What follows belongs to an exercise in optimizing a design on an open flow for small area; a production flow would make more cautious choices. At most, simulation tests tie the RTL to the original design; equivalence was not proved. The RTL of runs 1 and 3 was laid out without a check of its function. Power is estimated from default activity; no workload was simulated.

`design/flow/run.sh`:
```
#!/bin/bash
# synth_recipe.tcl (not shown) runs the flow's synth.tcl, then flattens the netlist and writes it again
# the make line also repeats each setting of config.mk as NAME=value (left out here)
make -C /OpenROAD-flow-scripts/flow DESIGN_CONFIG=/design/flow/config.mk WORK_HOME=/design/flow/orfs CLKGATE_MAP_FILE= SYNTH_SCRIPT=/design/flow/synth_recipe.tcl finish
```
`design/flow/config.mk`:
```
export PLATFORM = sky130hd
export DESIGN_NAME = xmodem_checksum_receiver
export DESIGN_NICKNAME = xmodem_checksum_receiver
export VERILOG_FILES = /design/flow/design.v
export SDC_FILE = /design/flow/constraint.sdc
export NUM_CORES = 4
export LEC_CHECK = 0
export CAP_MARGIN = 20
export CORE_MARGIN = 2
export CORE_UTILIZATION = 40
export CTS_BUF_LIST = sky130_fd_sc_hd__clkbuf_8
export CTS_CLUSTER_DIAMETER = 100
export CTS_CLUSTER_SIZE = 30
export SLEW_MARGIN = 20
```
`design/flow/constraint.sdc`:
```
create_clock -name core_clock -period 7.0 [get_ports {clock}]
set_input_delay 1.4000 -clock core_clock [delete_from_list [all_inputs] [get_ports {clock}]]
set_output_delay 1.4000 -clock core_clock [all_outputs]
set_load 0.01 [all_outputs]
```
`design/flow/design.v`:
```
package xcr_pkg;
   localparam int unsigned ADDR_BITS     = 20;
   localparam int unsigned PAYLOAD_BYTES = 128;
   localparam int unsigned HEADER_BYTES  = 2;
   localparam logic [7:0]  CHECKSUM_POS  = 8'(HEADER_BYTES + PAYLOAD_BYTES);
   localparam logic [1:0] OP_START = 2'd0;
   localparam logic [1:0] OP_BYTE  = 2'd1;
   localparam logic [1:0] OP_TICK  = 2'd2;
   localparam logic [1:0] OP_WRITE = 2'd3;
   localparam logic [7:0] CH_SOH = 8'h01;
   localparam logic [7:0] CH_EOT = 8'h04;
   localparam logic [7:0] CH_ACK = 8'h06;
   localparam logic [7:0] CH_NAK = 8'h15;
   localparam logic [7:0] CH_CAN = 8'h18;
   localparam logic [1:0] ST_OK        = 2'd0;
   localparam logic [1:0] ST_TIMEOUT   = 2'd1;
   localparam logic [1:0] ST_COMMS     = 2'd2;
   localparam logic [1:0] ST_PROG_FAIL = 2'd3;
   localparam logic [1:0] REG_BASE_ADDRESS  = 2'd0;
   localparam logic [1:0] REG_RETRY_LIMIT   = 2'd1;
   localparam logic [1:0] REG_PREAMBLE_WAIT = 2'd2;
   localparam logic [1:0] REG_BYTE_WAIT     = 2'd3;
   localparam int unsigned QUEUE_DEPTH = 4;
   localparam int unsigned QPTR_BITS   = $clog2(QUEUE_DEPTH);
   localparam int unsigned QCNT_BITS   = $clog2(QUEUE_DEPTH + 1);
   typedef enum logic [4:0] {
      MODE_IDLE  = 5'b00001,
      MODE_WAIT  = 5'b00010,
      MODE_BLOCK = 5'b00100,
      MODE_WRITE = 5'b01000,
      MODE_DONE  = 5'b10000
   } mode_type;
   typedef struct packed {
      logic [7:0]  retry_limit;
      logic [15:0] preamble_wait_ticks;
      logic [15:0] byte_wait_ticks;
   } cfg_type;
   typedef struct packed {
      logic                 tx_valid;
      logic [7:0]           tx_byte;
      logic                 data_valid;
      logic [7:0]           data_byte;
      logic [6:0]           data_index;
      logic                 commit;
      logic [ADDR_BITS-1:0] commit_address;
      logic                 done_res;
      logic [1:0]           status;
      logic                 last;
   } rsp_type;
   localparam int unsigned RSP_BITS = 1 + 8 + 1 + 8 + 7 + 1 + ADDR_BITS + 1 + 2 + 1;
   typedef struct packed {
      rsp_type    res0;
      rsp_type    res1;
      logic [1:0] count;
   } step_out_type;
endpackage
import xcr_pkg::*;
module xmodem_checksum_receiver
#(
   parameter int unsigned FLASH_BLOCK_BYTES = 1024
) (
   input  logic        clock,
   input  logic        reset,
   input  logic        req_tvalid,
   output logic        req_tready,
   input  logic [15:0] req_tdata,
   input  logic [1:0]  req_tuser,
   output logic        rsp_tvalid,
   input  logic        rsp_tready,
   output logic [47:0] rsp_tdata,
   output logic [3:0]  rsp_tuser,
   output logic        rsp_tlast,
   input  logic        csr_psel,
   input  logic        csr_penable,
   input  logic        csr_pwrite,
   input  logic [3:0]  csr_paddr,
   input  logic [31:0] csr_pwdata,
   output logic [31:0] csr_prdata,
   output logic        csr_pready
);
   logic [19:0] base_address_ff;
   logic [7:0]  retry_limit_ff;
   logic [15:0] preamble_wait_ff;
   logic [15:0] byte_wait_ff;
   logic        align_busy_ff;
   logic        csr_write;
   logic [1:0]  reg_index;
   assign csr_pready = 1'b1;
   assign csr_write  = csr_psel && csr_penable && csr_pwrite;
   assign reg_index  = csr_paddr[3:2];
   always_ff @(posedge clock) begin
      if (reset) begin
         base_address_ff  <= '0;
         retry_limit_ff   <= 8'd10;
         preamble_wait_ff <= 16'd5000;
         byte_wait_ff     <= 16'd1000;
      end else if (csr_write) begin
         case (reg_index)
            2'd0: base_address_ff  <= csr_pwdata[19:0];
            2'd1: retry_limit_ff   <= csr_pwdata[7:0];
            2'd2: preamble_wait_ff <= csr_pwdata[15:0];
            2'd3: byte_wait_ff     <= csr_pwdata[15:0];
         endcase
      end
   end
   always_ff @(posedge clock) begin
      align_busy_ff <= !reset && csr_write && (reg_index == 2'd0);
   end
   always_comb begin
      case (reg_index)
         2'd0: csr_prdata = {12'd0, base_address_ff};
         2'd1: csr_prdata = {24'd0, retry_limit_ff};
         2'd2: csr_prdata = {16'd0, preamble_wait_ff};
         default: csr_prdata = {16'd0, byte_wait_ff};
      endcase
   end
   localparam logic [1:0] M_IDLE  = 2'd0;    
   localparam logic [1:0] M_WAIT  = 2'd1;
   localparam logic [1:0] M_BLOCK = 2'd2;
   localparam logic [1:0] M_WRITE = 2'd3;
   localparam logic [1:0] E_DATA   = 2'b00;
   localparam logic [1:0] E_COMMIT = 2'b01;
   localparam logic [1:0] E_SINGLE = 2'b10;   
   localparam logic [1:0] E_PAIR   = 2'b11;   
   logic [1:0]  mode_ff;
   logic [7:0]  pos_ff;       
   logic        flag_ff;      
   logic [7:0]  acc_ff;       
   logic [15:0] tick_ff;      
   logic [7:0]  nb_ff;        
   logic [9:0]  wa_ff;        
   logic [4:0]  ca_ff;        
   logic        fire;
   logic [7:0]  rx;
   logic        is_wait, is_block, is_write;
   logic        op_start, op_byte, op_tick, op_write;
   logic        limit_zero, expire, csum_pos, hdr_pos, ok_block;
   logic [15:0] wsel;
   logic [16:0] gec;
   logic [2:0]  wa_lo;
   logic [7:0]  acc_sum;
   logic        push;
   logic [1:0]  ev_kind;
   logic [1:0]  ev_code;
   assign rx         = req_tdata[7:0];
   assign is_wait    = (mode_ff == M_WAIT);
   assign is_block   = (mode_ff == M_BLOCK);
   assign is_write   = (mode_ff == M_WRITE);
   assign op_start   = fire && (req_tuser == OP_START);
   assign op_byte    = fire && (req_tuser == OP_BYTE);
   assign op_tick    = fire && (req_tuser == OP_TICK);
   assign op_write   = fire && (req_tuser == OP_WRITE);
   assign limit_zero = (retry_limit_ff == 8'd0);
   assign hdr_pos    = pos_ff[7] && pos_ff[6];
   assign csum_pos   = pos_ff[7] && !pos_ff[6];
   assign ok_block   = flag_ff && (rx == acc_ff);
   assign wa_lo      = nb_ff[2:0] - 3'd1;
   assign acc_sum    = acc_ff + (rx | {8{is_wait}});
   assign wsel = is_wait ? preamble_wait_ff : byte_wait_ff;
   always_comb begin
      gec[0] = 1'b1;
      for (int i = 0; i < 16; i++) begin
         gec[i+1] = (tick_ff[i] & ~wsel[i]) | ((tick_ff[i] | ~wsel[i]) & gec[i]);
      end
   end
   assign expire = gec[16];
   always_comb begin
      push    = 1'b0;
      ev_kind = E_SINGLE;
      ev_code = 2'b00;
      if (op_start) begin
         push    = 1'b1;
         ev_code = limit_zero ? 2'b10 : 2'b00;
      end
      if (op_byte && is_wait && rx != CH_SOH) begin
         push = 1'b1;
         if (rx == CH_EOT) begin
            ev_kind = E_PAIR;
            ev_code = 2'b10;
         end else begin
            ev_code = 2'b11;
         end
      end
      if (op_byte && is_block && !hdr_pos) begin
         push = 1'b1;
         if (!pos_ff[7]) begin
            ev_kind = E_DATA;
         end else if (ok_block) begin
            ev_kind = E_COMMIT;
         end else begin
            ev_kind = limit_zero ? E_PAIR : E_SINGLE;
            ev_code = 2'b00;
         end
      end
      if (op_tick && expire && is_block) begin
         push    = 1'b1;
         ev_kind = limit_zero ? E_PAIR : E_SINGLE;
         ev_code = 2'b00;
      end
      if (op_tick && expire && is_wait) begin
         if (acc_ff == 8'd1) begin
            push    = 1'b1;
            ev_code = 2'b10;
         end else if (flag_ff) begin
            push    = 1'b1;
            ev_code = 2'b00;
         end
      end
      if (op_write && is_write) begin
         push = 1'b1;
         if (req_tdata[8]) begin
            ev_kind = limit_zero ? E_PAIR : E_SINGLE;
            ev_code = limit_zero ? 2'b11 : 2'b01;
         end else begin
            ev_kind = E_PAIR;
            ev_code = 2'b01;
         end
      end
   end
   always_ff @(posedge clock) begin
      if (reset) begin
         mode_ff <= M_IDLE;
      end else if (op_start) begin
         mode_ff <= limit_zero ? M_IDLE : M_WAIT;
      end else if (op_byte && is_wait) begin
         mode_ff <= (rx == CH_SOH) ? M_BLOCK : M_IDLE;
      end else if ((op_byte && is_block && csum_pos && !ok_block) || (op_tick && expire && is_block)
                   || (op_write && is_write && req_tdata[8])) begin
         mode_ff <= limit_zero ? M_IDLE : M_WAIT;
      end else if (op_byte && is_block && csum_pos) begin
         mode_ff <= M_WRITE;
      end else if ((op_tick && expire && is_wait && acc_ff == 8'd1) || (op_write && is_write)) begin
         mode_ff <= M_IDLE;
      end
      if (op_byte) begin
         pos_ff <= is_block ? pos_ff + 8'd1 : 8'hFE;
      end
      if (op_start) begin
         flag_ff <= 1'b1;
      end else if (op_byte && is_block && hdr_pos) begin
         flag_ff <= pos_ff[0] ? (flag_ff && acc_sum == 8'd0) : (rx == nb_ff);
      end else if ((op_byte && is_block && csum_pos) || (op_tick && expire && is_block) || (op_write && is_write)) begin
         flag_ff <= 1'b0;
      end
      if (op_start || (op_byte && is_block && csum_pos) || (op_tick && expire && is_block)
          || (op_write && is_write)) begin
         acc_ff <= retry_limit_ff;
      end else if (op_byte && is_wait) begin
         acc_ff <= 8'd1;
      end else if ((op_byte && is_block && !csum_pos) || (op_tick && expire && is_wait)) begin
         acc_ff <= acc_sum;
      end
      if (op_start || op_byte || is_write || (op_tick && expire)) begin
         tick_ff <= 16'd1;
      end else if (op_tick) begin
         tick_ff <= tick_ff + 16'd1;
      end
      if (op_start) begin
         nb_ff <= 8'd1;
         wa_ff <= base_address_ff[19:10];
      end else if (op_write && is_write && req_tdata[8]) begin
         nb_ff <= nb_ff + 8'd1;
         wa_ff <= wa_ff + {9'd0, (nb_ff[2:0] == 3'd0)};
      end
      if (op_byte && is_block && csum_pos) begin
         ca_ff <= wa_ff[9:5];
      end
   end
   logic [1:0] kind_ff [3];
   logic [7:0] pay_ff  [3];
   logic [2:0] rd_ff, wr_ff;     
   logic [2:0] cnt_ff;           
   logic       half_ff;
   logic [6:0] idx_ff;
   logic [7:0] pay_in;
   logic       pop, pop_ev, pair;
   logic [1:0] hkind;
   logic [7:0] hp;
   assign rsp_tvalid = (cnt_ff != 3'd0);
   assign req_tready = !cnt_ff[2] && !(cnt_ff[1] && cnt_ff[0]) && !align_busy_ff;
   assign fire       = req_tvalid && req_tready;
   assign pop        = rsp_tvalid && rsp_tready;
   always_comb begin
      pay_in = rx;
      if (ev_kind == E_COMMIT) begin
         pay_in = {wa_ff[4:0], wa_lo};
      end else if (ev_kind[1]) begin
         pay_in[1:0] = ev_code;
      end
   end
   always_ff @(posedge clock) begin
      for (int i = 0; i < 3; i++) begin
         if (push && wr_ff[i]) begin
            kind_ff[i] <= ev_kind;
            pay_ff[i]  <= pay_in;
         end
      end
   end
   always_comb begin
      hkind = 2'b00;
      hp    = 8'd0;
      for (int i = 0; i < 3; i++) begin
         hkind = hkind | (kind_ff[i] & {2{rd_ff[i]}});
         hp    = hp    | (pay_ff[i]  & {8{rd_ff[i]}});
      end
   end
   assign pair   = (hkind == E_PAIR);
   assign pop_ev = pop && !(pair && !half_ff);
   always_ff @(posedge clock) begin
      if (reset) begin
         cnt_ff  <= 3'd0;
         half_ff <= 1'b0;
         rd_ff   <= 3'b001;
         wr_ff   <= 3'b001;
      end else begin
         cnt_ff <= cnt_ff + {1'b0, push && (ev_kind == E_PAIR), push && (ev_kind != E_PAIR)}
                   - {2'd0, pop};
         if (pop) half_ff <= !pop_ev;
         if (pop_ev) rd_ff <= {rd_ff[1:0], rd_ff[2]};
         if (push) wr_ff <= {wr_ff[1:0], wr_ff[2]};
      end
   end
   logic w_data, w_commit, w_nak, w_ack, w_to, w_comms, w_canpf, w_ok, w_more;
   always_comb begin
      w_data   = (hkind == E_DATA);
      w_commit = (hkind == E_COMMIT);
      w_more   = pair && !half_ff;
      w_nak    = (hkind == E_SINGLE && hp[1:0] == 2'b00) || (w_more && !hp[1]);
      w_ack    = (hkind == E_SINGLE && hp[1:0] == 2'b01) || (w_more &&  hp[1]);
      w_comms  = (hkind == E_SINGLE && hp[1:0] == 2'b11);
      w_to     = (hkind == E_SINGLE && hp[1:0] == 2'b10) || (pair && half_ff && (hp[1] == hp[0]));
      w_ok     = pair && half_ff &&  hp[1] && !hp[0];
      w_canpf  = pair && half_ff && !hp[1] &&  hp[0];
   end
   always_ff @(posedge clock) begin
      if (pop) begin
         idx_ff <= w_data ? idx_ff + 7'd1 : 7'd0;
      end
   end
   assign rsp_tdata = {3'd0,
                       w_comms | w_canpf, w_to | w_canpf,            
                       w_commit ? {ca_ff, hp} : 13'd0, 7'd0,         
                       w_data ? idx_ff : 7'd0,                       
                       w_data ? hp : 8'd0,                           
                       3'd0, w_nak | w_canpf, w_canpf, w_nak | w_ack, w_ack, w_nak};
   assign rsp_tuser = {w_to | w_ok | w_comms | w_canpf, w_commit, w_data, w_nak | w_ack | w_canpf};
   assign rsp_tlast = !w_more;
endmodule
```
==> key figures, run 1 <==
Global route
  • Antenna violations before repair: 0
  • Number of global-route vias before repair: about 6,600
  • Largest net degree at the start of global routing: 74
  • First-pass GRT wire length: between 30,000 and 40,000 um
  • Global Route Usage Sum: between 10% and 20%
  • Total gr overflow: 0

Status
  • Outcome: finished clean

Min path
  • Hold WC Path Type: register to register

Power
  • Psw: around 0.00072 W
  • P per Cell Area: approximately 230 mW/mm^2
  • Power after layout: ~0.0024 W
  • Clock power share: between 20% and 30%
  • Switching Fraction: just under 30%
  • Combinational fraction of design power: 24.2%
  • Internal power: about 0.0017 W
  • Register share of total power: 46.8%
  • Pleak: roughly 3.8 nW
  • Peak VDD IR: about 0.00011 V

CTS
  • Maximum buffer depth of the clock tree: 2
  • Worst-skew pair later-pin latency: ~460 ps
  • Inserted Clock Buffers: 17
  • CTS root buf: clkbuf_8
  • CTS clk-pin slew, worst paths: around 80 ps
  • CTS tree: done
  • Post CTS Setup Buffer Count: 0
  • Post-CTS sizing: 0
  • Post-CTS Hold Fix Bufs: 0
  • H-Tree Depth: 4
  • Clk sink count: around 170

STA
  • Minimum clock period after layout: 5000 ps
  • Max Clock Skew: between 10 and 15 ps
  • Final setup TNS: 0 ps
  • Rel. slew slack: a little over a quarter
  • Measured slew at the worst slew-check pin: 1100 ps
  • Final Hold Fails: 0
  • Final Max Slew Viols: 0
  • RSZ-0062 raised after global routing: no
  • Finish-stage setup viols: 0
  • Crit share post-route: ~71%
  • Min setup slack post-route: 2000 ps
  • Fmax: around 200 MHz

Placement
  • Gp weighted congestion: approximately 0.80
  • Number of port buffers: ~100
  • HPWL after detailed placement: 15,500 um
  • Placed insts: 1,295
  • DP Worst Slack: 1560 ps

Layout
  • Area of the multi-input gates: about 0.0045 mm^2
  • Post-route insts no fill: about 1,300
  • Synthesis-to-layout area growth: 16.6%
  • Fillers: about 2,100
  • Nets: between 1,000 and 1,500
  • Share of layout cells above drive strength 1: under 10%
  • Ant. Diodes: 0
  • Most frequent cells in the layout: nand2_1, clkdlybuf4s50_1, dfxtp_1
  • Commonest non-fill, non-tap cell in the layout: nand2_1
  • FF+latch area: 0.00400 mm^2

Synth
  • Largest family of logic cells by synthesized area: simple AND/OR/NAND/NOR gates
  • Sequential area share after synthesis: around 45%
  • Cell variety after synth: 65
  • Post-synthesis compound-gate area fraction: 11.4%
  • Ys Warns: 3
  • Ys async rst share: 0%
  • Synth area leaders: edfxtp_1, dfxtp_1, nand2_1
  • Synth Area in Adders: approximately 3.7%
  • Mapped Avg Cell Area: 9.33 um^2
  • Synth top area share: between 20 and 25%
  • Main synth FF type: dfxtp_1
  • Mapped cell area: ~0.009 mm^2
  • Synth Register Bits: 166
  • Gate Count Post-Synth: 960
  • Synth Area in XOR/XNOR: 6.16%
  • Post-synthesis mux area share: ~7.7%
  • Post-synth top area cell: edfxtp_1
  • Post-synthesis simple-gate area fraction: 20.1%
  • Number of enable flip-flop cells after synthesis: 68

Worst setup path
  • CP max stage delay: between 700 and 800 ps
  • Buffers & Inverters on Critical Path: 3
  • Crit path kind: primary input to primary output
  • Worst path arrival time: between 3000 and 4000 ps
  • CP max-delay cell: nor2_1
  • Crit path max fanout: 21
  • Most used cell, CP: clkdlybuf4s50_1
  • Critical path endpoint category: primary output
  • CP top delay family: buffers and inverters
  • Critical Path Start Type: primary input
  • Cell breakdown of the critical path: clkdlybuf4s50_1, buf_4, nor2_1, a22o_1, clkdlybuf4s50_1
  • WP data required: roughly 5600 ps

Detailed routing
  • DRT iter0 DRCs: 371
  • DRT Pass-1 Iters: 7
  • Drc violations: 0
  • ANT nets after route: 0
  • DRT Wirelength: approximately 22,000 um
  • Via/cell ratio: 5.25
  • Drt wl/cell: 16.2 um
  • Vias: roughly 7,000

Floorplanning
  • Chip height: 154 um
  • Ports: about 150
  • Num rows: 54
  • Die Width: ~150 um
  • Initial Util: 40.9%
  • Die area: roughly 0.024 mm^2
  • Core ar.: 0.0219 mm^2

Job
  • Max_cap viols: 0
-- cell families (layout without fill, tap and decap cells) --
logic type / count (synthesis) / count (layout)
XOR/XNOR: 63 / 63
buffers and inverters: 110 / 173
multiplexers: 56 / 56
other: 2 / 26
adder cells (fa/ha/maj): 26 / 26
flip-flops: 166 / 166
AND/OR/NAND/NOR: 386 / 386
AO/OA/AOI/OAI: 151 / 151
-- layout make-up --
type | instances | area share, %
sequential | 166 | 38.3
clock buffer | 17 | 2.24
clock inverter | 15 | 1.56
multi-input combinational | 708 | 43.1
tap | 280 | 3.35
timing repair buffer | 109 | 10.2
inverter | 32 | 1.15
-- path summary, 6_finish.rpt --
kind                                         start                 end  slack (ps)  cells after the start
worst max register to register          mode_ff[1]           cnt_ff[2]        2420                     15
worst min register to register  base_address_ff[0]  base_address_ff[0]         450                      2
worst min-delay path            base_address_ff[0]  base_address_ff[0]         450                      2
worst max-delay path                  csr_paddr[3]      csr_prdata[11]        2000                      5
-- state kept, by name, summed over array words and instances, names as in the netlist, 2 cells and up --
| signal | count |
|---|---|
| pay_ff | 24 |
| base_address_ff | 20 |
| byte_wait_ff | 16 |
| preamble_wait_ff | 16 |
| tick_ff | 16 |
| wa_ff | 10 |
| acc_ff | 8 |
| nb_ff | 8 |
| pos_ff | 8 |
| retry_limit_ff | 8 |
| idx_ff | 7 |
| kind_ff | 6 |
| ca_ff | 5 |
| cnt_ff | 3 |
| rd_ff | 3 |
| wr_ff | 3 |
| mode_ff | 2 |
-- stage by stage --
step	area, um^2	util, %	hold slack, ps
2_1_floorplan	9040	-	433
6_report	10400	47.7	454
3_3_place_gp	10000	45.9	440
3_5_place_dp	10000	45.9	447
4_1_cts	10400	47.7	460
5_1_grt	10400	47.7	483
-- layer usage --
| layer | track usage [%] | share of wire [%] |
|---|---|---|
| met2 | 30.7 | 48 |
| met1 | 24.9 | 46 |
| met4 | 4.50 | 1.1 |
| met5 | 0 | 0 |
| met3 | 3.61 | 4.8 |
-- worst min-delay path, cell delays in order (launching register included) --
cell	delay [ps]
dfxtp_1	310
nand2_1	50
a21oi_1	50
-- power groups by stage --
stage | logic, W | clock network, W | registers [W]
floorplan | 0.000403 | 0 | 0.00113
global placement | 0.000586 | 0 | 0.00115
detailed placement | 0.000590 | 0 | 0.00115
CTS | 0.000594 | 0.000717 | 0.00113
global route | 0.000648 | 0.000757 | 0.00114
finish | 0.000586 | 0.000702 | 0.00113
-- cell usage after synthesis, types with 10 or more instances --
cell,instances
nand2_1,169
and2_1,12
a21oi_1,61
xor2_1,26
o21ai_0,16
clkbuf_1,39
mux2_2,20
nand2b_1,14
and3_1,20
a222oi_1,10
ha_1,22
nand4_1,12
mux2i_1,26
nand3b_1,11
nor2_1,85
inv_1,30
xnor2_1,37
buf_4,34
dfxtp_1,98
nand3_1,20
edfxtp_1,68
==> run 2: changes to the inputs <==
--- a/design/flow/design.v
+++ b/design/flow/design.v
@@ -238,7 +238,7 @@
       if (op_start) begin
          flag_ff <= 1'b1;
       end else if (op_byte && is_block && hdr_pos) begin
-         flag_ff <= pos_ff[0] ? (flag_ff && acc_sum == 8'd0) : (rx == nb_ff);
+         flag_ff <= (rx == (nb_ff ^ {8{pos_ff[0]}})) && (flag_ff || !pos_ff[0]);
       end else if ((op_byte && is_block && csum_pos) || (op_tick && expire && is_block) || (op_write && is_write)) begin
          flag_ff <= 1'b0;
       end
@@ -246,8 +246,8 @@
           || (op_write && is_write)) begin
          acc_ff <= retry_limit_ff;
       end else if (op_byte && is_wait) begin
-         acc_ff <= 8'd1;
-      end else if ((op_byte && is_block && !csum_pos) || (op_tick && expire && is_wait)) begin
+         acc_ff <= 8'd0;
+      end else if ((op_byte && is_block && !pos_ff[7]) || (op_tick && expire && is_wait)) begin
          acc_ff <= acc_sum;
       end
       if (op_start || op_byte || is_write || (op_tick && expire)) begin
==> key figures, run 2 <==
Worst setup path
  • Worst r2r path cells: 16
  • Crit path max fanout: 13
  • Critical Path Start Type: primary input
  • Crit path kind: primary input to primary output
  • Worst path arrival time: 3690 ps
  • WP data required: about 5600 ps
  • Critical path endpoint category: primary output

Layout
  • Top reg by flops: pay_ff
  • Commonest non-fill, non-tap cell in the layout: nand2_1
  • Number of flip-flops in the largest register: 24
  • Fin area: roughly 0.011 mm^2
  • Synthesis-to-layout area growth: 16.6%
  • Top Registers: pay_ff x24, base_address_ff x20
  • Nets: between 1,000 and 1,500
  • Share of layout cells above drive strength 1: 6.61%
  • Fillers: approximately 2,200
  • Most frequent cells in the layout: nand2_1, clkdlybuf4s50_1, dfxtp_1
  • Ant. Diodes: 0

STA
  • Fmax: between 150 and 200 MHz
  • Final Max Slew Viols: 0
  • Final setup TNS: 0 ps
  • Measured slew at the worst slew-check pin: ~1000 ps
  • Final Hold Fails: 0
  • Rel. slew slack: 33.0%
  • RSZ-0062 raised after global routing: no
  • Crit share post-route: 72.7%
  • Max Clock Skew: roughly 17 ps
  • Minimum clock period after layout: a little over 5000 ps
  • Finish-stage setup viols: 0

Synth
  • Ys async rst share: 0%
  • Synth top area share: approximately 23%
  • Sequential area share after synthesis: 44.2%
  • Mapped cell area: ~0.0091 mm^2
  • Ys Warns: 3
  • Post-synth top area cell: edfxtp_1
  • Cell variety after synth: 76
  • Synth Register Bits: 166
  • Synth area leaders: edfxtp_1, dfxtp_1, nand2_1
  • Most frequent cell after synthesis: nand2_1
  • Main synth FF type: dfxtp_1
  • Number of enable flip-flop cells after synthesis: a little under 70
  • Gate Count Post-Synth: approximately 1,000
  • Mapped Avg Cell Area: between 9 and 10 um^2
  • Top cells by count, synth: nand2_1, dfxtp_1, nor2_1

Min path
  • Hold WC Path Type: register to register
  • Hold depth: 2

Power
  • Psw: ~0.00066 W
  • Peak VDD IR: roughly 0.00011 V
  • Register share of total power: between 40% and 50%
  • Combinational fraction of design power: 21.0%
  • P per Cell Area: between 200 and 250 mW/mm^2
  • Clock power share: between 30% and 40%
  • Pleak: slightly below 4 nW
  • Internal power: between 0.0015 and 0.002 W
  • Switching Fraction: roughly 28%
  • Power after layout: 0.00233 W

Status
  • Outcome: finished clean

CTS
  • Maximum buffer depth of the clock tree: 2
  • Clk sink count: 166
  • H-Tree Depth: 4
  • Post-CTS Hold Fix Bufs: 0
  • CTS tree: done
  • Worst-skew pair later-pin latency: 450 ps
  • CTS clk-pin slew, worst paths: roughly 80 ps
  • CTS root buf: clkbuf_8
  • Inserted Clock Buffers: 17
  • Post-CTS sizing: 0
  • Post CTS Setup Buffer Count: 0

Floorplanning
  • Ports: ~150
  • Chip height: between 150 and 200 um
  • Die area: roughly 0.024 mm^2
  • Num rows: between 50 and 60
  • Core ar.: 0.0224 mm^2
  • Die Width: approximately 150 um
  • Initial Util: around 40%

Detailed routing
  • Drt wl/cell: approximately 16 um
  • Vias: between 7,000 and 8,000
  • Drc violations: 0
  • ANT nets after route: 0
  • Via/cell ratio: about 5.2
  • DRT iter0 DRCs: between 400 and 500
  • DRT Pass-1 Iters: 5
  • DRT Wirelength: 21,900 um

Global route
  • Global Route Usage Sum: 18.7%
  • Antenna violations before repair: 0
  • Largest net degree at the start of global routing: 60
  • First-pass GRT wire length: between 30,000 and 40,000 um
  • Total gr overflow: 0
  • Number of global-route vias before repair: slightly below 7,000

Placement
  • Number of port buffers: ~100
  • Gp weighted congestion: 0.815
  • HPWL after detailed placement: 15,900 um
  • Placed instance area: about 0.010 mm^2

Job
  • Max_cap viols: 0
-- run 2: metrics by stage --
step                hold WS, ps  utilization, %  instances  worst slack, ps
floorplan                   428               -       1027             2760
global placement            440            45.3       1343             1780
detailed placement          448            45.3       1343             1740
CTS                         460            47.1       1375             1880
global route                484            47.1       1375             1760
finish                      457            47.1       1375             1910
-- run 2: path summary, 6_finish.rpt --
path	from	endpoint	slack, ps
setup / recovery	csr_paddr[2]	csr_prdata[10]	1910
hold / removal	base_address_ff[7]	base_address_ff[7]	460
setup reg to reg	mode_ff[1]	cnt_ff[2]	2400
hold reg to reg	base_address_ff[7]	base_address_ff[7]	460
-- run 2: area by class of cell --
type                       count  area, um^2  area share (%)
inverter                      29         109            1.03
clock inverter                12         140            1.33
sequential                   166        4000            37.9
clock buffer                  20         275            2.60
tap                          285         357            3.37
timing repair buffer         110        1070            10.2
multi-input combinational    753        4610            43.6
-- run 2: kinds of logic (layout without fill, tap and decap cells) --
family | after synthesis | count (layout) | synth area share (%)
buf+inv | 108 | 171 | 6.07
other cells | 2 | 26 | 0.0829
xor+xnor | 64 | 64 | 6.18
compound gates | 161 | 161 | 11.7
simple gates | 427 | 427 | 21.2
fa+ha+maj | 24 | 24 | 3.48
flops | 166 | 166 | 44.2
mux | 51 | 51 | 7.08
-- run 2: critical path, cell delays in order --
cell and delay (ps):
clkdlybuf4s50_1 920, buf_4 320, mux2_2 360, a22o_1 190
clkdlybuf4s50_1 490
-- run 2: power by group through the flow --
stage               registers (W)  clock network, W  logic, W
finish                    0.00112          0.000719  0.000489
global route              0.00113          0.000770  0.000549
CTS                       0.00112          0.000735  0.000495
detailed placement        0.00115                 0  0.000493
global placement          0.00114                 0  0.000485
floorplan                 0.00112                 0  0.000339
-- run 2: layer usage --
layer	global-route usage (%)	wire length [um]
met2	30.9	10500
met3	3.75	889
met1	25.2	10200
met4	5.16	318
met5	0	0
==> run 3: changes to the inputs <==
--- a/design/flow/design.v
+++ b/design/flow/design.v
@@ -238,7 +238,7 @@
       if (op_start) begin
          flag_ff <= 1'b1;
       end else if (op_byte && is_block && hdr_pos) begin
-         flag_ff <= (rx == (nb_ff ^ {8{pos_ff[0]}})) && (flag_ff || !pos_ff[0]);
+         flag_ff <= pos_ff[0] ? (flag_ff && acc_sum == 8'd0) : (rx == nb_ff);
       end else if ((op_byte && is_block && csum_pos) || (op_tick && expire && is_block) || (op_write && is_write)) begin
          flag_ff <= 1'b0;
       end
@@ -246,8 +246,8 @@
           || (op_write && is_write)) begin
          acc_ff <= retry_limit_ff;
       end else if (op_byte && is_wait) begin
-         acc_ff <= 8'd0;
-      end else if ((op_byte && is_block && !pos_ff[7]) || (op_tick && expire && is_wait)) begin
+         acc_ff <= 8'd1;
+      end else if ((op_byte && is_block && !csum_pos) || (op_tick && expire && is_wait)) begin
          acc_ff <= acc_sum;
       end
       if (op_start || op_byte || is_write || (op_tick && expire)) begin
==> design/flow/flow/run.sh (new file) <==
#!/bin/bash
# Own flow: the standard layout (standard.sh) with an area-oriented ABC
# mapping in synthesis and a clock tree built from clkbuf_8 without dummy
# loads. Each tool's output goes to standard.log in the work folder.
set -euo pipefail
W=$(pwd)
export MY_ABC_SCRIPT=$W/flow/area.abc
CTS="-sink_clustering_enable -repair_clock_nets -sink_clustering_size 30 -sink_clustering_max_diameter 100 -buf_list sky130_fd_sc_hd__clkbuf_8 -dont_use_dummy_load"
bash standard.sh SYNTH_SCRIPT=$W/flow/synth.tcl "CTS_ARGS=$CTS" finish > $W/standard.log 2>&1
==> design/flow/flow/area.abc (new file) <==
strash
dch -f
amap
==> design/flow/flow/synth.tcl (new file) <==
# The standard synthesis script (synth_recipe.tcl), with one change: the
# ABC call that maps the combinational logic uses the script named by
# MY_ABC_SCRIPT (area-oriented mapping). Everything before ABC, including
# flip-flop mapping and naming, is the standard synthesis.
proc synth {args} { yosys synth -nofsm -noshare {*}$args }
proc abc {args} {
  set i [lsearch -exact $args -script]
  if {$i >= 0 && [info exists ::env(MY_ABC_SCRIPT)]} {
    lset args [expr {$i + 1}] $::env(MY_ABC_SCRIPT)
  }
  yosys abc {*}$args
}
source $::env(SCRIPTS_DIR)/synth.tcl
# left out here: clear keep_hierarchy, flatten, clean up, hide names made inside functions, write 1_2_yosys.v
==> design/flow/standard.sh (new file) <==
#!/bin/bash
# synth_recipe.tcl (not shown) runs the flow's synth.tcl, then flattens the netlist and writes it again
# the make line also repeats each setting of config.mk as NAME=value (left out here)
make -C /OpenROAD-flow-scripts/flow DESIGN_CONFIG=/design/flow/config.mk WORK_HOME=/design/flow/orfs CLKGATE_MAP_FILE= SYNTH_SCRIPT=/design/flow/synth_recipe.tcl "${@:-finish}"
--- a/design/flow/config.mk
+++ b/design/flow/config.mk
@@ -8,7 +8,4 @@
 export CAP_MARGIN = 20
 export CORE_MARGIN = 2
 export CORE_UTILIZATION = 40
-export CTS_BUF_LIST = sky130_fd_sc_hd__clkbuf_8
-export CTS_CLUSTER_DIAMETER = 100
-export CTS_CLUSTER_SIZE = 30
 export SLEW_MARGIN = 20
removed: design/flow/run.sh
==> key figures, run 3 <==
STA
  • Finish-stage setup viols: 0
  • Final Hold Fails: 0
  • Final Max Slew Viols: 0
  • Fmax: 163 MHz
  • Rel. slew slack: 34.8%
  • Minimum clock period after layout: between 6000 and 7000 ps
  • Crit share post-route: slightly below 90%
  • Min setup slack post-route: a little under 900 ps
  • RSZ-0062 raised after global routing: no
  • Final setup TNS: 0 ps
  • Max Clock Skew: approximately 25 ps
  • Measured slew at the worst slew-check pin: about 980 ps

Power
  • Psw: approximately 0.00064 W
  • P per Cell Area: around 220 mW/mm^2
  • Clock power share: a little under a quarter
  • Register share of total power: ~52%
  • Switching Fraction: between 20% and 30%
  • Power after layout: 0.00217 W
  • Combinational fraction of design power: about a quarter
  • Pleak: ~3.4 nW
  • Peak VDD IR: around 0.00011 V
  • Internal power: about 0.0015 W

CTS
  • Post-CTS sizing: 0
  • Post CTS Setup Buffer Count: 0
  • CTS clk-pin slew, worst paths: 90 ps
  • H-Tree Depth: 4
  • CTS root buf: clkbuf_8
  • Inserted Clock Buffers: 17
  • Clk sink count: 166
  • Post-CTS Hold Fix Bufs: 0
  • Maximum buffer depth of the clock tree: 2
  • CTS tree: done
  • Worst-skew pair later-pin latency: 450 ps

Layout
  • Area of the multi-input gates: 0.00367 mm^2
  • Number of flip-flops in the largest register: 24
  • Ant. Diodes: 0
  • Synthesis-to-layout area growth: 19.1%
  • Top Registers: pay_ff x24, base_address_ff x20
  • Fillers: 2,023
  • Commonest non-fill, non-tap cell in the layout: nor2_1
  • Most frequent cells in the layout: nor2_1, clkinv_1, clkdlybuf4s50_1
  • FF+latch area: 0.00400 mm^2
  • Share of layout cells above drive strength 1: between 3 and 4%
  • Top reg by flops: pay_ff
  • Nets: between 1,000 and 1,500

Global route
  • Global Route Usage Sum: 20.0%
  • Antenna violations before repair: 0
  • First-pass GRT wire length: roughly 35,000 um
  • Largest net degree at the start of global routing: 53
  • Total gr overflow: 0
  • Number of global-route vias before repair: around 6,600

Synth
  • Top cells by count, synth: nor2_1, clkinv_1, dfxtp_1
  • Sequential area share after synthesis: approximately half
  • Number of enable flip-flop cells after synthesis: roughly 70
  • Largest family of logic cells by synthesized area: compound AO/OA/AOI/OAI gates
  • Mapped Avg Cell Area: slightly below 9 um^2
  • Post-synthesis simple-gate area fraction: between 10% and 20%
  • Synth area leaders: edfxtp_1, dfxtp_1, nor2_1
  • Main synth FF type: dfxtp_1
  • Synth Area in XOR/XNOR: less than 1%
  • Most frequent cell after synthesis: nor2_1
  • Cell variety after synth: 46
  • Gate Count Post-Synth: 937
  • Ys async rst share: 0%
  • Synth Register Bits: roughly 170
  • Ys Warns: 3
  • Post-synthesis compound-gate area fraction: 22.5%
  • Synth top area share: between 20% and 30%
  • Post-synthesis mux area share: 0%
  • Synth Area in Adders: between 3 and 4%
  • Mapped cell area: a little over 0.008 mm^2
  • Post-synth top area cell: edfxtp_1

Worst setup path
  • Critical path endpoint category: register
  • Worst path arrival time: approximately 6400 ps
  • CP max-delay cell: nor4_1
  • Crit path max fanout: 26
  • Crit path kind: register to register
  • WP data required: between 7000 and 8000 ps
  • Critical Path Start Type: register
  • CP max stage delay: ~520 ps
  • Most used cell, CP: nor2_1

Floorplanning
  • Ports: approximately 150
  • Initial Util: 40.7%
  • Die Width: 148 um
  • Core ar.: ~0.020 mm^2
  • Die area: 0.0218 mm^2
  • Num rows: 52
  • Chip height: between 100 and 150 um

Placement
  • Number of port buffers: 101
  • HPWL after detailed placement: ~16,000 um
  • DP Worst Slack: 744 ps
  • Gp weighted congestion: just under 0.9

Detailed routing
  • DRT Wirelength: between 20,000 and 25,000 um
  • Drt wl/cell: between 15 and 20 um
  • DRT iter0 DRCs: 667
  • Drc violations: 0
  • Vias: 7,223
  • ANT nets after route: 0
  • Via/cell ratio: 5.41
  • DRT Pass-1 Iters: 7

Status
  • Outcome: finished clean

Min path
  • Hold WC Path Type: register to register

Job
  • Max_cap viols: 0
[run 3: path summary, 6_finish.rpt]
| check | startpoint | end | slack, ps | cells past startpoint |
|---|---|---|---|---|
| worst min register to register | byte_wait_ff[2] | byte_wait_ff[2] | 460 | 2 |
| worst min-delay path | byte_wait_ff[2] | byte_wait_ff[2] | 460 | 2 |
| worst max-delay path | mode_ff[0] | cnt_ff[2] | 880 | 46 |
| worst max register to register | mode_ff[0] | cnt_ff[2] | 880 | 46 |
[run 3: cell type report]
type | count | area share, %
Inverter | 112 | 4.29
Tap cell | 270 | 3.44
Sequential cell | 166 | 40.8
Multi-Input combinational cell | 652 | 37.5
Timing Repair Buffer | 117 | 11.6
Clock buffer | 17 | 2.39
[run 3: per-layer routing]
layer	up-vias	GRT usage, %	share of wire (%)
li1	3628	-	-
met3	27	3.02	5.6
met1	3324	25.9	44
met2	244	34.4	48
met5	-	0	0
met4	0	6.30	1.8
[run 3: kinds of logic (layout without fill, tap and decap cells)]
kind of cell	after synthesis	count (layout)
AOI/OAI and AO/OA	277	277
buffers and inverters	143	246
adders and majority gates	24	24
and+or+nand+nor	324	324
DFF	166	166
xor gates and xnor gates	1	1
other	2	26
[run 3: power groups by stage]
| stage | combinational, W | clock (W) | sequential (W) |
|---|---|---|---|
| 2_1_floorplan | 0.000336 | 0 | 0.00112 |
| 3_3_place_gp | 0.000537 | 0 | 0.00114 |
| 3_5_place_dp | 0.000542 | 0 | 0.00114 |
| 4_1_cts | 0.000544 | 0.000531 | 0.00112 |
| 5_1_grt | 0.000603 | 0.000562 | 0.00113 |
| 6_report | 0.000539 | 0.000510 | 0.00112 |
[run 3: per-stage QoR]
step	area, um^2	util (%)	hold WS (ps)	cells
floorplan	8330	-	431	961
global placement	9570	47.3	443	1316
detailed placement	9570	47.3	445	1316
CTS	9800	48.4	460	1333
global route	9810	48.5	492	1334
finish	9810	48.5	457	1334
[run 3: worst max-delay path, delay by kind of cell, from the launching register on]
kind / cells / cell delay (ps)
simple gates: 16 / 2140
flops: 1 / 310
buf+inv: 8 / 1020
fa+ha+maj: 3 / 780
compound gates: 19 / 1770
==> run 4: changes to the inputs <==
--- a/design/flow/design.v
+++ b/design/flow/design.v
@@ -151,8 +151,8 @@
    assign op_tick    = fire && (req_tuser == OP_TICK);
    assign op_write   = fire && (req_tuser == OP_WRITE);
    assign limit_zero = (retry_limit_ff == 8'd0);
-   assign hdr_pos    = pos_ff[7] && pos_ff[6];
-   assign csum_pos   = pos_ff[7] && !pos_ff[6];
+   assign hdr_pos    = pos_ff[7] && pos_ff[6] && !pos_ff[4] && !pos_ff[1] && !pos_ff[0];
+   assign csum_pos   = !pos_ff[6] && pos_ff[5] && pos_ff[4] && pos_ff[3] && !pos_ff[1] && pos_ff[0];
    assign ok_block   = flag_ff && (rx == acc_ff);
    assign wa_lo      = nb_ff[2:0] - 3'd1;
    assign acc_sum    = acc_ff + (rx | {8{is_wait}});
@@ -183,7 +183,7 @@
       end
       if (op_byte && is_block && !hdr_pos) begin
          push = 1'b1;
-         if (!pos_ff[7]) begin
+         if (!csum_pos) begin
             ev_kind = E_DATA;
          end else if (ok_block) begin
             ev_kind = E_COMMIT;
@@ -233,12 +233,12 @@
          mode_ff <= M_IDLE;
       end
       if (op_byte) begin
-         pos_ff <= is_block ? pos_ff + 8'd1 : 8'hFE;
+         pos_ff <= is_block ? {pos_ff[6:0], pos_ff[7] ^ pos_ff[2]} : 8'hE4;
       end
       if (op_start) begin
          flag_ff <= 1'b1;
       end else if (op_byte && is_block && hdr_pos) begin
-         flag_ff <= pos_ff[0] ? (flag_ff && acc_sum == 8'd0) : (rx == nb_ff);
+         flag_ff <= !pos_ff[5] ? (flag_ff && acc_sum == 8'd0) : (rx == nb_ff);
       end else if ((op_byte && is_block && csum_pos) || (op_tick && expire && is_block) || (op_write && is_write)) begin
          flag_ff <= 1'b0;
       end
==> key figures, run 4 <==
CTS
  • CTS tree: done
  • CTS clk-pin slew, worst paths: ~80 ps
  • H-Tree Depth: 4
  • CTS root buf: clkbuf_8
  • Inserted Clock Buffers: 17
  • Post-CTS Hold Fix Bufs: 0
  • Worst-skew pair later-pin latency: roughly 450 ps
  • Clk sink count: approximately 170
  • Maximum buffer depth of the clock tree: 2

Detailed routing
  • Top Layer Used: met4
  • Metal3 WL: roughly 1200 um
  • DRT Pass-1 Iters: 8
  • Vias: approximately 7,000
  • Met2 routed WL: 9420 um
  • DRT Wirelength: between 20,000 and 25,000 um
  • Via/cell ratio: roughly 5.4
  • Drt wl/cell: 15.8 um
  • DRT iter0 DRCs: approximately 690
  • ANT nets after route: 0
  • Drc violations: 0
  • Met1 WL: about 10,000 um

Layout
  • Most frequent cells in the layout: nor2_1, clkinv_1, clkdlybuf4s50_1
  • Ant. Diodes: 0
  • Top Registers: pay_ff x24, base_address_ff x20
  • Post-route insts no fill: 1,324
  • Number of flip-flops in the largest register: 24
  • Top reg by flops: pay_ff
  • Commonest non-fill, non-tap cell in the layout: nor2_1
  • Util after Layout: between 40% and 50%
  • Synthesis-to-layout area growth: 18.8%
  • Nets: about 1,100
  • Share of layout cells above drive strength 1: slightly above 3%

Synth
  • Top cells by count, synth: nor2_1, clkinv_1, dfxtp_1
  • Sequential area share after synthesis: 49.0%
  • Ys async rst share: 0%
  • Cell variety after synth: a little over 40
  • Synth top area share: 25.0%
  • Number of enable flip-flop cells after synthesis: between 60 and 70
  • Mapped cell area: approximately 0.008 mm^2
  • Mapped Avg Cell Area: between 8 and 9 um^2
  • Synth area leaders: edfxtp_1, dfxtp_1, nor2_1
  • Post-synth top area cell: edfxtp_1
  • Gate Count Post-Synth: slightly above 900
  • Synth Register Bits: between 150 and 200
  • Main synth FF type: dfxtp_1
  • Ys Warns: 3
  • Most frequent cell after synthesis: nor2_1

Power
  • Pleak: 3.31 nW
  • P per Cell Area: ~230 mW/mm^2
  • Peak VDD IR: approximately 0.00012 V
  • Power after layout: between 0.002 and 0.0025 W

Worst setup path
  • Most used cell, CP: nor2_1
  • CP top delay family: compound AO/OA/AOI/OAI gates
  • Critical Path Start Type: register
  • CP max-delay cell: a2111oi_1
  • Crit path kind: register to register
  • Worst path arrival time: around 6500 ps
  • WP data required: 7320 ps
  • Critical path endpoint category: register
  • Crit path max fanout: 19
  • Buffers & Inverters on Critical Path: 7
  • CP max stage delay: roughly 450 ps

Floorplanning
  • Chip height: between 100 and 150 um
  • Ports: ~150
  • Die area: approximately 0.022 mm^2
  • Die Width: ~150 um
  • Initial Util: 40.5%
  • Core ar.: between 0.02 and 0.025 mm^2
  • Num rows: between 50 and 60

STA
  • Finish-stage setup viols: 0
  • Fmax: around 160 MHz
  • Minimum clock period after layout: a little over 6000 ps
  • Rel. slew slack: about 30%
  • Final Max Slew Viols: 0
  • RSZ-0062 raised after global routing: no
  • Max Clock Skew: slightly below 20 ps
  • Final Hold Fails: 0
  • Crit share post-route: around 90%
  • Final setup TNS: 0 ps
  • Measured slew at the worst slew-check pin: between 1000 and 1500 ps

Global route
  • Total gr overflow: 0
  • First-pass GRT wire length: ~35,000 um
  • Number of global-route vias before repair: 6,687
  • Antenna violations before repair: 0
  • Largest net degree at the start of global routing: 50
  • Global Route Usage Sum: 19.9%

Placement
  • Gp weighted congestion: roughly 0.84
  • Number of port buffers: about 100
  • Placed insts: 1,307
  • HPWL after detailed placement: 15,300 um

Status
  • Outcome: finished clean

Min path
  • Hold WC Path Type: register to register

Job
  • Max_cap viols: 0
[run 4: cell types whose count changed in the layout (fill, tap and decap cells not counted), sizes merged, moves of 2 or more]
cell / previous run / this run
o21ai: 57 / 55
buf: 17 / 14
a211oi: 12 / 15
nand2: 64 / 62
o22ai: 50 / 46
or3: 7 / 5
clkinv: 112 / 119
o311ai: 2 / 0
nand3: 17 / 15
[run 4: worst paths after layout]
kind | start | slack, ps | endpoint | depth (start not counted)
min | base_address_ff[16] | 460 | base_address_ff[16] | 2
min reg2reg | base_address_ff[16] | 460 | base_address_ff[16] | 2
max | mode_ff[0] | 850 | cnt_ff[1] | 46
max reg2reg | mode_ff[0] | 850 | cnt_ff[1] | 46
[run 4: metal layers]
layer	up-vias	global-route usage, %
met5	-	0
li1	3574	-
met1	3326	28.2
met3	27	3.76
met4	0	5.87
met2	246	31.1
[run 4: logic make-up (layout without fill, tap and decap cells)]
logic type	Yosys count	count (layout)	share of synthesized area (%)
compound gates	271	271	22.3
fa+ha+maj	23	23	3.70
buf+inv	151	251	8.36
flops	166	166	49.0
other cells	2	26	0.0919
simple gates	317	317	16.6
[run 4: timing repair]
action	4_1_cts	5_1_grt
endpoints found under the setup margin	0	2
setup buffers	0	0
resized for setup	0	3
[run 4: cell type report]
class | count | area [um^2]
Inverter | 120 | 450
Fill cell | 2009 | 10500
Tap cell | 270 | 338
Sequential cell | 166 | 4000
Clock buffer | 17 | 234
Multi-Input combinational cell | 637 | 3580
Timing Repair Buffer | 114 | 1110
[run 4: through the flow]
step / instance area (um^2) / setup WS, ps / hold WS, ps
floorplan: 8260 / 64.8 / 431
global placement: 9470 / 711 / 446
detailed placement: 9470 / 685 / 454
CTS: 9710 / 644 / 465
global route: 9710 / 48.0 / 495
finish: 9710 / 854 / 460
[run 4: power by group]
part / total [W] / switching [W] / internal (W)
clock: 0.000520 / 0.000306 / 0.000215
sequential: 0.00114 / 0.0000601 / 0.00108
combinational: 0.000619 / 0.000335 / 0.000284
total: 0.00228 / 0.000701 / 0.00158
[run 4: worst register-to-register path: cells and delay by family (launching register included)]
kind	cells	cell delay, ps
simple gates	16	1210
flops	1	350
buf+inv	7	820
compound gates	20	2900
fa+ha+maj	3	770
==> run 5: changes to the inputs <==
==> design/flow/flow/run.sh (replaced) <==
#!/bin/bash
# Own flow: the standard layout (standard.sh) with
#  - an area-oriented ABC mapping in synthesis (flow/synth.tcl, flow/area.abc);
#  - the smallest buffer cell (buf_1) as the port buffer of every input and
#    output port;
#  - one tie cell per constant value instead of one per constant output;
#  - a clock tree built from clkbuf_8 without dummy loads.
# make's output goes to standard.log in the work folder; ORFS keeps each
# step's full log under orfs/logs/.
set -euo pipefail
W=$(pwd)
export MY_ABC_SCRIPT=$W/flow/area.abc
CTS="-sink_clustering_enable -repair_clock_nets -sink_clustering_size 30 -sink_clustering_max_diameter 100 -buf_list sky130_fd_sc_hd__clkbuf_8 -dont_use_dummy_load"
bash standard.sh SYNTH_SCRIPT=$W/flow/synth.tcl "CTS_ARGS=$CTS" \
  "BUFFER_PORTS_ARGS=-buffer_cell sky130_fd_sc_hd__buf_1" SKIP_REPAIR_TIE_FANOUT=1 finish > $W/standard.log 2>&1
==> key figures, run 5 <==
Status
  • Outcome: finished clean

STA
  • Max Clock Skew: between 30 and 40 ps
  • Minimum clock period after layout: 6090 ps
  • Finish-stage setup viols: 0
  • Final Max Slew Viols: 0
  • Min setup slack post-route: a little over 900 ps
  • Final Hold Fails: 0
  • Crit share post-route: between 80% and 90%
  • RSZ-0062 raised after global routing: no
  • Fmax: ~160 MHz
  • Measured slew at the worst slew-check pin: 1030 ps
  • Rel. slew slack: between 30% and 40%
  • Final setup TNS: 0 ps

Synth
  • Top cells by count, synth: nor2_1, clkinv_1, dfxtp_1
  • Mapped cell area: 0.00817 mm^2
  • Cell variety after synth: between 40 and 50
  • Number of enable flip-flop cells after synthesis: 68
  • Synth top area share: between 20% and 30%
  • Most frequent cell after synthesis: nor2_1
  • Main synth FF type: dfxtp_1
  • Mapped Avg Cell Area: slightly below 9 um^2
  • Synth Register Bits: approximately 170
  • Post-synth top area cell: edfxtp_1
  • Ys async rst share: 0%
  • Ys Warns: 3
  • Sequential area share after synthesis: roughly half
  • Synth area leaders: edfxtp_1, dfxtp_1, nor2_1
  • Gate Count Post-Synth: 930

Detailed routing
  • DRT Pass-1 Iters: 6
  • Via/cell ratio: approximately 5.4
  • ANT nets after route: 0
  • Drc violations: 0
  • DRT Wirelength: just over 20,000 um
  • Vias: 7,070
  • DRT iter0 DRCs: between 600 and 700
  • Drt wl/cell: around 16 um

Global route
  • Largest net degree at the start of global routing: 50
  • Antenna violations before repair: 0
  • Number of global-route vias before repair: 6,463
  • Total gr overflow: 0
  • First-pass GRT wire length: roughly 33,000 um
  • Global Route Usage Sum: 19.1%

Power
  • Peak VDD IR: between 0.0001 and 0.00015 V
  • Internal power: about 0.0015 W
  • Power after layout: 0.00217 W
  • Combinational fraction of design power: about a quarter
  • P per Cell Area: between 200 and 250 mW/mm^2
  • Psw: between 0.0006 and 0.0007 W
  • Switching Fraction: 31.9%
  • Register share of total power: between 50% and 60%
  • Pleak: around 3 nW
  • Clock power share: between 20% and 30%

Floorplanning
  • Core ar.: 0.0202 mm^2
  • Ports: 149
  • Die Width: between 100 and 150 um
  • Num rows: between 50 and 60
  • Initial Util: around 41%
  • Chip height: approximately 150 um
  • Die area: around 0.022 mm^2

CTS
  • Inserted Clock Buffers: 17
  • Maximum buffer depth of the clock tree: 2
  • H-Tree Depth: 4
  • Post-CTS Hold Fix Bufs: 0
  • CTS tree: done
  • Clk sink count: 166
  • CTS root buf: clkbuf_8
  • CTS clk-pin slew, worst paths: around 70 ps
  • Worst-skew pair later-pin latency: between 400 and 500 ps

Worst setup path
  • Most used cell, CP: nor2_1
  • Reg2reg setup slack: approximately 910 ps
  • Crit path kind: register to register
  • CP max-delay cell: o2111ai_1
  • Critical Path Start Type: register
  • Critical path endpoint category: register
  • CP max stage delay: 570 ps
  • WP data required: 7020 ps
  • Worst path arrival time: roughly 6100 ps
  • Crit path max fanout: 19

Layout
  • Synthesis-to-layout area growth: 10.3%
  • FF+latch area: between 0.004 and 0.005 mm^2
  • Number of flip-flops in the largest register: 24
  • Area of the multi-input gates: around 0.0035 mm^2
  • Commonest non-fill, non-tap cell in the layout: nor2_1
  • Top Registers: pay_ff x24, base_address_ff x20
  • Top reg by flops: pay_ff
  • Nets: between 1,000 and 1,500
  • Ant. Diodes: 0
  • Fin area: 0.00902 mm^2
  • Share of layout cells above drive strength 1: under 10%
  • Most frequent cells in the layout: nor2_1, clkinv_1, buf_1
  • Fillers: 2,067

Job
  • Max_cap viols: 0

Placement
  • Gp weighted congestion: just over 0.8
  • Number of port buffers: around 100
  • DP Worst Slack: about 800 ps
  • HPWL after detailed placement: 14,900 um
  • Placed instance area: 0.00875 mm^2

Min path
  • Hold WC Path Type: register to register
==> run 5: changes by cell type in the layout (fill, tap and decap cells not counted), sizes merged <==
cell	delta
buf	+100
clkbuf	+1
clkinvlp	+1
conb	-24
clkdlybuf4s50	-100
inv	-1
==> run 5: metrics by stage <==
| step | hold WS, ps | util [%] | std cells |
|---|---|---|---|
| CTS | 468 | 44.6 | 1299 |
| global route | 485 | 44.7 | 1301 |
| global placement | 450 | 43.4 | 1282 |
| finish | 464 | 44.7 | 1301 |
| detailed placement | 456 | 43.4 | 1282 |
| floorplan | 431 | - | 930 |
==> run 5: final timing paths <==
check                     to            start  cells past startpoint
min reg2reg  byte_wait_ff[2]  byte_wait_ff[2]                      2
min          byte_wait_ff[2]  byte_wait_ff[2]                      2
max reg2reg        acc_ff[6]       mode_ff[0]                     38
max                acc_ff[6]       mode_ff[0]                     38
==> run 5: layout make-up <==
type / instances / area share, %
flip-flops and latches: 166 / 44.4
multi-input cells: 613 / 38.8
repair buffers: 115 / 5.42
inverters: 120 / 5.04
well taps: 270 / 3.75
clock buffers: 17 / 2.59
==> run 5: cell families (layout without fill, tap and decap cells) <==
| group | count (synthesis) | count (layout) | share of synthesized area, % |
|---|---|---|---|
| adders and majority gates | 23 | 23 | 3.70 |
| and+or+nand+nor | 317 | 317 | 16.6 |
| AOI/OAI and AO/OA | 271 | 271 | 22.3 |
| DFF | 166 | 166 | 49.0 |
| other | 2 | 2 | 0.0919 |
| buffers and inverters | 151 | 252 | 8.36 |
==> run 5: power by group through the flow <==
stage	combinational, W	sequential [W]	clock [W]
after global routing	0.000596	0.00115	0.000568
final	0.000523	0.00114	0.000511
after detailed placement	0.000522	0.00116	0
after global placement	0.000514	0.00116	0
after floorplan	0.000382	0.00114	0
after CTS	0.000524	0.00114	0.000532
==> run 5: per-layer routing <==
metal  vias up  global-route usage [%]  part of all wire (%)
met2       217                    30.6                    45
li1       3566                       -                     -
met5         -                       0                     0
met4         0                    5.53                   1.5
met3        21                    3.54                   5.6
met1      3266                    26.7                    48
==> run 5: critical path: cells and delay by family, from the launching register on <==
family | cells | cell delay [ps]
compound gates | 20 | 2970
simple gates | 15 | 1940
buf+inv | 3 | 430
flops | 1 | 350
==> run 5: what timing repair did <==
item / CTS / global route
setup buffers: 0 / 2
endpoints found under the setup margin: 0 / 10
gates resized for setup: 0 / 3
==> run 6: changes to the inputs <==
--- a/design/flow/design.v
+++ b/design/flow/design.v
@@ -155,7 +155,31 @@
    assign csum_pos   = !pos_ff[6] && pos_ff[5] && pos_ff[4] && pos_ff[3] && !pos_ff[1] && pos_ff[0];
    assign ok_block   = flag_ff && (rx == acc_ff);
    assign wa_lo      = nb_ff[2:0] - 3'd1;
-   assign acc_sum    = acc_ff + (rx | {8{is_wait}});
+   logic [7:0] acc_op;
+   assign acc_op = rx | {8{is_wait}};
+   always_comb begin
+      logic c;
+      c = 1'b0;
+      for (int i = 0; i < 8; i++) begin
+         acc_sum[i] = acc_ff[i] ^ acc_op[i] ^ c;
+         c = (acc_ff[i] & acc_op[i]) | (c & (acc_ff[i] ^ acc_op[i]));
+      end
+   end
+   logic [15:0] tick_inc;
+   logic [7:0]  nb_inc;
+   logic [9:0]  wa_inc;
+   logic [6:0]  idx_inc;
+   always_comb begin
+      logic c;
+      c = 1'b1;
+      for (int i = 0; i < 16; i++) begin tick_inc[i] = tick_ff[i] ^ c; c = c & tick_ff[i]; end
+      c = 1'b1;
+      for (int i = 0; i < 8; i++) begin nb_inc[i] = nb_ff[i] ^ c; c = c & nb_ff[i]; end
+      c = (nb_ff[2:0] == 3'd0);
+      for (int i = 0; i < 10; i++) begin wa_inc[i] = wa_ff[i] ^ c; c = c & wa_ff[i]; end
+      c = 1'b1;
+      for (int i = 0; i < 7; i++) begin idx_inc[i] = idx_ff[i] ^ c; c = c & idx_ff[i]; end
+   end
    assign wsel = is_wait ? preamble_wait_ff : byte_wait_ff;
    always_comb begin
       gec[0] = 1'b1;
@@ -253,14 +277,14 @@
       if (op_start || op_byte || is_write || (op_tick && expire)) begin
          tick_ff <= 16'd1;
       end else if (op_tick) begin
-         tick_ff <= tick_ff + 16'd1;
+         tick_ff <= tick_inc;
       end
       if (op_start) begin
          nb_ff <= 8'd1;
          wa_ff <= base_address_ff[19:10];
       end else if (op_write && is_write && req_tdata[8]) begin
-         nb_ff <= nb_ff + 8'd1;
-         wa_ff <= wa_ff + {9'd0, (nb_ff[2:0] == 3'd0)};
+         nb_ff <= nb_inc;
+         wa_ff <= wa_inc;
       end
       if (op_byte && is_block && csum_pos) begin
          ca_ff <= wa_ff[9:5];
@@ -268,7 +292,7 @@
    end
    logic [1:0] kind_ff [3];
    logic [7:0] pay_ff  [3];
-   logic [2:0] rd_ff, wr_ff;     
+   logic [1:0] rd_ff, wr_ff;     
    logic [2:0] cnt_ff;           
    logic       half_ff;
    logic [6:0] idx_ff;
@@ -290,7 +314,7 @@
    end
    always_ff @(posedge clock) begin
       for (int i = 0; i < 3; i++) begin
-         if (push && wr_ff[i]) begin
+         if (push && wr_ff == 2'(i)) begin
             kind_ff[i] <= ev_kind;
             pay_ff[i]  <= pay_in;
          end
@@ -300,8 +324,8 @@
       hkind = 2'b00;
       hp    = 8'd0;
       for (int i = 0; i < 3; i++) begin
-         hkind = hkind | (kind_ff[i] & {2{rd_ff[i]}});
-         hp    = hp    | (pay_ff[i]  & {8{rd_ff[i]}});
+         hkind = hkind | (kind_ff[i] & {2{rd_ff == 2'(i)}});
+         hp    = hp    | (pay_ff[i]  & {8{rd_ff == 2'(i)}});
       end
    end
    assign pair   = (hkind == E_PAIR);
@@ -310,14 +334,14 @@
       if (reset) begin
          cnt_ff  <= 3'd0;
          half_ff <= 1'b0;
-         rd_ff   <= 3'b001;
-         wr_ff   <= 3'b001;
+         rd_ff   <= 2'd0;
+         wr_ff   <= 2'd0;
       end else begin
          cnt_ff <= cnt_ff + {1'b0, push && (ev_kind == E_PAIR), push && (ev_kind != E_PAIR)}
                    - {2'd0, pop};
          if (pop) half_ff <= !pop_ev;
-         if (pop_ev) rd_ff <= {rd_ff[1:0], rd_ff[2]};
-         if (push) wr_ff <= {wr_ff[1:0], wr_ff[2]};
+         if (pop_ev) rd_ff <= rd_ff[1] ? 2'd0 : rd_ff + 2'd1;
+         if (push) wr_ff <= wr_ff[1] ? 2'd0 : wr_ff + 2'd1;
       end
    end
    logic w_data, w_commit, w_nak, w_ack, w_to, w_comms, w_canpf, w_ok, w_more;
@@ -334,7 +358,7 @@
    end
    always_ff @(posedge clock) begin
       if (pop) begin
-         idx_ff <= w_data ? idx_ff + 7'd1 : 7'd0;
+         idx_ff <= w_data ? idx_inc : 7'd0;
       end
    end
    assign rsp_tdata = {3'd0,
==> key figures, run 6 <==
Global route
  • Global Route Usage Sum: 19.2%
  • Number of global-route vias before repair: 6,340
  • Largest net degree at the start of global routing: 48
  • Total gr overflow: 0
  • Antenna violations before repair: 0
  • First-pass GRT wire length: between 30,000 and 40,000 um

Floorplanning
  • Die area: 0.0215 mm^2
  • Chip height: 147 um
  • Num rows: 52
  • Die Width: about 150 um
  • Initial Util: ~40%
  • Ports: 149
  • Core ar.: 0.0201 mm^2

Min path
  • Hold path start: base_address_ff[19]
  • Hold WC Path Type: register to register

Placement
  • Gp weighted congestion: slightly below 0.9
  • Placed insts: 1,223
  • Placed instance area: between 0.008 and 0.009 mm^2
  • HPWL after detailed placement: roughly 15,000 um
  • Number of port buffers: 101
  • DP Worst Slack: ~640 ps

Power
  • Clock power share: around 22%
  • Switching Fraction: around 33%
  • Register share of total power: ~50%
  • Psw: a little under 0.0008 W
  • Peak VDD IR: about 0.00013 V
  • Internal power: between 0.0015 and 0.002 W
  • Combinational fraction of design power: 27.5%
  • P per Cell Area: ~260 mW/mm^2
  • Pleak: about 3.2 nW

CTS
  • Post-CTS Hold Fix Bufs: 0
  • Clk sink count: 164
  • Inserted Clock Buffers: 17
  • CTS clk-pin slew, worst paths: 70 ps
  • CTS root buf: clkbuf_8
  • Maximum buffer depth of the clock tree: 2
  • Post CTS Setup Buffer Count: 0
  • CTS tree: done
  • H-Tree Depth: 4
  • Worst-skew pair later-pin latency: between 400 and 500 ps

Detailed routing
  • DRT Wirelength: 20,500 um
  • DRT iter0 DRCs: ~450
  • Via/cell ratio: approximately 5.4
  • ANT nets after route: 0
  • Vias: 6,750
  • Drc violations: 0
  • DRT Pass-1 Iters: 5
  • Drt wl/cell: 16.5 um

Worst setup path
  • Reg2reg start: mode_ff[0]
  • CP max stage delay: about 460 ps
  • Critical path endpoint category: register
  • Worst path arrival time: 6460 ps
  • Critical Path Start Type: register
  • CP top delay family: compound AO/OA/AOI/OAI gates
  • Most used cell, CP: nor2_1
  • Buffers & Inverters on Critical Path: 7
  • CP max-delay cell: a2111oi_0
  • Crit path kind: register to register
  • Crit. Startpoint: mode_ff[0]
  • Crit path max fanout: 7
  • WP data required: between 7000 and 8000 ps

STA
  • Final Hold Fails: 0
  • Min setup slack post-route: 852 ps
  • Measured slew at the worst slew-check pin: a little under 1000 ps
  • Max Clock Skew: about 23 ps
  • Crit share post-route: between 80% and 90%
  • Finish-stage setup viols: 0
  • Rel. slew slack: between 30% and 40%
  • Final setup TNS: 0 ps
  • Final Max Slew Viols: 0
  • Fmax: approximately 160 MHz
  • Minimum clock period after layout: 6150 ps
  • RSZ-0062 raised after global routing: no

Synth
  • Number of enable flip-flop cells after synthesis: 68
  • Mapped cell area: roughly 0.0081 mm^2
  • Gate Count Post-Synth: approximately 870
  • Most frequent cell after synthesis: nor2_1
  • Synth area leaders: edfxtp_1, dfxtp_1, ha_1
  • Main synth FF type: dfxtp_1
  • Mapped Avg Cell Area: 9.36 um^2
  • Post-synth top area cell: edfxtp_1
  • Top cells by count, synth: nor2_1, clkinv_1, dfxtp_1
  • Ys Warns: 3
  • Ys async rst share: 0%
  • Synth Register Bits: between 150 and 200
  • Synth top area share: 25.1%
  • Cell variety after synth: 43
  • Sequential area share after synthesis: about half

Status
  • Outcome: finished clean

Layout
  • Fillers: 2,035
  • Synthesis-to-layout area growth: 10.3%
  • Share of layout cells above drive strength 1: roughly 3.6%
  • Post-route insts no fill: 1,240
  • Number of flip-flops in the largest register: 24
  • Most frequent cells in the layout: nor2_1, clkinv_1, buf_1
  • Nets: ~1,100
  • Top reg by flops: pay_ff
  • Fin area: around 0.009 mm^2
  • Ant. Diodes: 0
  • Commonest non-fill, non-tap cell in the layout: nor2_1
  • Top Registers: pay_ff x24, base_address_ff x20

Job
  • Max_cap viols: 0
run 6: cell count changes after synthesis, moves of 7 or more:
cell      before  now
nor2b_1       15   24
a211oi_1      15    8
clkinv_1     120  100
ha_1          21   44
nand2_1       62   48
nor2_1       172  146
o22ai_1       46   59
nand4_1        8    1
o21ai_0       55   40
run 6: worst register-to-register path: cells and delay by family, from the launching register on:
kind	cells	cell delay [ps]
AO/OA/AOI/OAI	20	3220
adder cells (fa/ha/maj)	3	730
buffers and inverters	7	680
flip-flops	1	330
AND/OR/NAND/NOR	15	1090
run 6: path summary, 6_finish.rpt:
check | end | slack [ps] | depth (start not counted)
min | base_address_ff[19] | 450 | 2
min reg2reg | base_address_ff[19] | 450 | 2
max reg2reg | cnt_ff[2] | 850 | 45
max | cnt_ff[2] | 850 | 45
run 6: area by class of cell:
type / instances / area (um^2) / area share [%]
inverters: 100 / 375 / 4.19
multi-input cells: 574 / 3570 / 39.8
clock buffers: 17 / 234 / 2.61
repair buffers: 115 / 485 / 5.41
flip-flops and latches: 164 / 3960 / 44.2
well taps: 270 / 338 / 3.77
run 6: power groups by stage:
stage	sequential [W]	combinational, W	clock [W]
final	0.00117	0.000639	0.000514
after global routing	0.00119	0.000729	0.000561
after detailed placement	0.00119	0.000643	0
after floorplan	0.00117	0.000482	0
after global placement	0.00119	0.000636	0
after CTS	0.00117	0.000645	0.000529
run 6: metal layers:
layer	part of all wire (%)	track usage [%]	vias up
li1	-	-	3354
met1	47	26.3	3167
met3	5.4	3.53	19
met2	46	32.0	210
met5	0	0	-
met4	0.98	4.22	0
run 6: through the flow:
stage | hold slack [ps] | util [%] | power [W]
after global routing | 461 | 44.6 | 0.00248
after detailed placement | 445 | 43.4 | 0.00184
final | 455 | 44.6 | 0.00233
after floorplan | 428 | - | 0.00165
after CTS | 457 | 44.6 | 0.00235
after global placement | 438 | 43.4 | 0.00183
run 6: cell families after synthesis:
group	share of synthesized area, %
and+or+nand+nor	14.6
AOI/OAI and AO/OA	20.4
DFF	48.8
buffers and inverters	7.48
adders and majority gates	8.49
other	0.0924
xor gates and xnor gates	0.108
run 6: timing repair:
action,4_1_cts,5_1_grt
endpoints found under the hold margin,0,0
gates resized for setup,0,1
setup endpoints to repair,0,1

-- port drivers added, routing unchanged --
No port has a modelled driver above. Below, the same layouts with a new extraction and two added sets of constraints.
Step 1 sets driving cells, clkbuf_16 on the clock port and buf_2 on the other inputs (assumed; they add their load-dependent delay and slew).
Step 2 adds t to the input delays and takes it off the output delays; t is the mean of the earliest and latest rising clock arrival at the registers after step 1. Input paths then give back, and output paths get back, about the clock's delay inside the block.
Three values: no drivers, after step 1, after step 2; two values: the first two.
run	shift t [ns]	setup slack, ns	hold slack, ns	clock arrival spread, ns	worst data-port slew with drivers (ns)
run 1	0.493	2.005 / 1.983 / 1.550	0.454 / 0.454 / 0.454	0.016 / 0.016	0.05
run 2	0.479	1.909 / 1.886 / 1.744	0.457 / 0.457 / 0.457	0.017 / 0.018	0.05
run 3	0.479	0.881 / 0.881 / 0.881	0.457 / 0.457 / 0.457	0.025 / 0.026	0.04
run 4	0.484	0.854 / 0.854 / 0.854	0.460 / 0.460 / 0.460	0.020 / 0.019	0.05
run 5	0.478	0.909 / 0.909 / 0.909	0.464 / 0.464 / 0.464	0.038 / 0.037	0.05
run 6	0.472	0.852 / 0.852 / 0.852	0.455 / 0.455 / 0.455	0.024 / 0.023	0.05
After both steps every run listed still meets setup and hold. The setup slack of run 1, which loses most, moves by -0.022 ns with the drivers and by -0.455 ns with both steps.
